Background: an optimization exercise with open tools, aiming at small area and a short achievable clock period. Do not read the settings as production practice. In this exercise RTL edits were held to simulation tests only and were not proved equivalent to the original. Power is estimated from default activity; no workload was simulated.

Design data_mem_responder, start of the top module:
module data_mem_responder #(
  parameter int DEPTH       = 64,
  parameter int WAIT_STATES = 2
) (
  input  logic        clk,
  input  logic        reset,
  input  logic        req_valid,
  output logic        req_ready,
  input  logic        req_write,
  input  logic [31:0] req_addr,
  input  logic [31:0] req_wdata,
  input  logic [3:0]  req_be,
  output logic        rsp_valid,
  input  logic        rsp_ready,
  output logic [31:0] rsp_rdata,
  output logic        rsp_err
);
export LEC_CHECK = 0
export CAP_MARGIN = 20
export CORE_MARGIN = 2
export CORE_UTILIZATION = 40
export CTS_BUF_LIST = sky130_fd_sc_hd__clkbuf_8
export SETUP_SLACK_MARGIN = 3.35
export SLEW_MARGIN = 20
create_clock -name core_clock -period 6.0 [get_ports {clk}]
run.sh (not shown) runs the stock make flow with config.mk's settings and CLKGATE_MAP_FILE= SYNTH_SCRIPT=/design/flow/synth_recipe.tcl, a recipe that flattens the netlist after the stock synthesis.
Edit:
- CTS_BUF_LIST: sky130_fd_sc_hd__clkbuf_8 -> unset
- SETUP_SLACK_MARGIN: 3.35 -> unset
What happened: The changed run passed the timing, DRC and antenna checks; total power increases by 3.0%; cell area went down by 4.2%; clock-buffer cell count is lower by 104.

========
data_mem_responder, a different RTL version from the one above (not shown whole).
For scale: ~2200 flip-flops, roughly 110 I/O pins, about 59000 um2 of cells after synthesis.
Settings: LEC_CHECK=0, CAP_MARGIN=20, CORE_MARGIN=2, CORE_UTILIZATION=60, CTS_BUF_LIST=sky130_fd_sc_hd__clkbuf_16 sky130_fd_sc_hd__clkbuf_8, CTS_CLUSTER_DIAMETER=80, CTS_CLUSTER_SIZE=30, SETUP_SLACK_MARGIN=3.45, SLEW_MARGIN=20; clock period 6.0 ns.
standard.sh (not shown) runs the stock make flow with config.mk's settings and CLKGATE_MAP_FILE= SYNTH_SCRIPT=/design/flow/synth_recipe.tcl, a recipe that flattens the netlist after the stock synthesis.
==> flow/flow/run.sh <==
#!/bin/bash
set -euo pipefail
export BUFFER_PORTS_ARGS="-buffer_cell sky130_fd_sc_hd__buf_4"
bash standard.sh > standard.log 2>&1
Edit:
==> flow/flow/run.sh (replaced) <==
#!/bin/bash
set -euo pipefail
export BUFFER_PORTS_ARGS="-buffer_cell sky130_fd_sc_hd__buf_2"
bash standard.sh > standard.log 2>&1
Settings changed: CTS_BUF_LIST sky130_fd_sc_hd__clkbuf_16 sky130_fd_sc_hd__clkbuf_8 to not set.
Effect: The changed run went through all stages and came out clean; total power is about the same; routed wire length barely changes; synthesized area is unchanged; final cell count falls slightly; first-iteration DRC count rises slightly; worst setup slack is worse by 0.045 ns; clock-buffer cell count rises by 25.

========
rev 12:
data_mem_responder, a different RTL version from the one above (not shown whole).
Size: roughly 4700 cells after synthesis, about 2200 flip-flops, ~110 I/O pins, ~59000 um2 of cells after synthesis.
Settings: LEC_CHECK=0, CAP_MARGIN=20, CORE_MARGIN=2, CORE_UTILIZATION=60, CTS_CLUSTER_DIAMETER=80, CTS_CLUSTER_SIZE=30, SETUP_SLACK_MARGIN=3.45, SLEW_MARGIN=20; clock period 6.0 ns.
run.sh (not shown) runs the stock make flow with config.mk's settings and CLKGATE_MAP_FILE= SYNTH_SCRIPT=/design/flow/synth_recipe.tcl, a recipe that flattens the netlist after the stock synthesis.
Stock flow here: none of the scripts above is used.
Input-level comparison between rev 13 and rev 12:
==> flow/flow/run.sh (new file) <==
#!/bin/bash
set -euo pipefail
export BUFFER_PORTS_ARGS="-buffer_cell sky130_fd_sc_hd__buf_4"
bash standard.sh > standard.log 2>&1
==> flow/standard.sh (new file) <==
#!/bin/bash
# synth_recipe.tcl (not shown) runs the flow's synth.tcl, then flattens the netlist and writes it again
# the make line also repeats each setting of config.mk as NAME=value (left out here)
make -C /OpenROAD-flow-scripts/flow DESIGN_CONFIG=/design/flow/config.mk WORK_HOME=/design/flow/orfs CLKGATE_MAP_FILE= SYNTH_SCRIPT=/design/flow/synth_recipe.tcl "${@:-finish}"
removed: flow/run.sh
Notes after the runs:
- Rev 13 completed every stage of the flow, and the final layout passed the timing, DRC and antenna checks.
- On rev 13: setup slack is 0.030 ns higher than what rev 12 gave.
- Reported for rev 12 and rev 13, clock buffer count in the final layout turned out identical to the last digit.
- Of rev 12 and rev 13, rev 13 shows the lower global-route usage, with rev 12 above it.
- Rev 13 vs rev 12, clock period minus final worst setup slack went down by 0.030 ns.
- Relative to rev 12, portion of the clock cycle consumed by the worst path in the final layout has decreased by 0.51 points in rev 13.
- On overall power, rev 12 and rev 13 are basically level.

==> re-timing with driven ports <==
Ports are ideal in the flow. The routed layouts listed here were re-timed in OpenROAD. Step 1 (the two cells are an assumption about what drives the block):
set clk [get_ports {clk}]
set_driving_cell -lib_cell sky130_fd_sc_hd__clkbuf_16 $clk
set_driving_cell -lib_cell sky130_fd_sc_hd__buf_2 [delete_from_list [all_inputs] $clk]
Step 2 adds t to the input delays and takes it off the output delays; t is the mean of the earliest and latest rising clock arrival at the registers after step 1. Input paths then give back, and output paths get back, about the clock's delay inside the block. a / b / c = ideal ports / drivers / drivers and shift; a / b = the first two.
run	t, ns	setup slack, ns	latest minus earliest clock arrival (ns)	worst register clock-pin slew, ns	worst slew at a driven data input, ns
the first run of note 1	1.078	3.047 / 2.969 / 2.265	0.081 / 0.080	0.07 / 0.07	0.05
the second run of note 1	0.909	1.972 / 1.972 / 1.573	0.033 / 0.033	0.07 / 0.07	0.04
the first run of note 2	0.760	3.433 / 3.375 / 2.732	0.037 / 0.037	0.12 / 0.12	0.06
the second run of note 2	0.764	3.388 / 3.420 / 2.679	0.043 / 0.042	0.12 / 0.12	0.05
rev 12	0.778	3.416 / 3.416 / 2.772	0.020 / 0.019	0.12 / 0.12	0.09
rev 13	0.772	3.446 / 3.446 / 2.781	0.024 / 0.024	0.11 / 0.11	0.06
After both steps setup and hold are still met in every run listed. The setup slack of the first run of note 1, which loses most, moves by -0.078 ns with the drivers and by -0.782 ns with both steps.
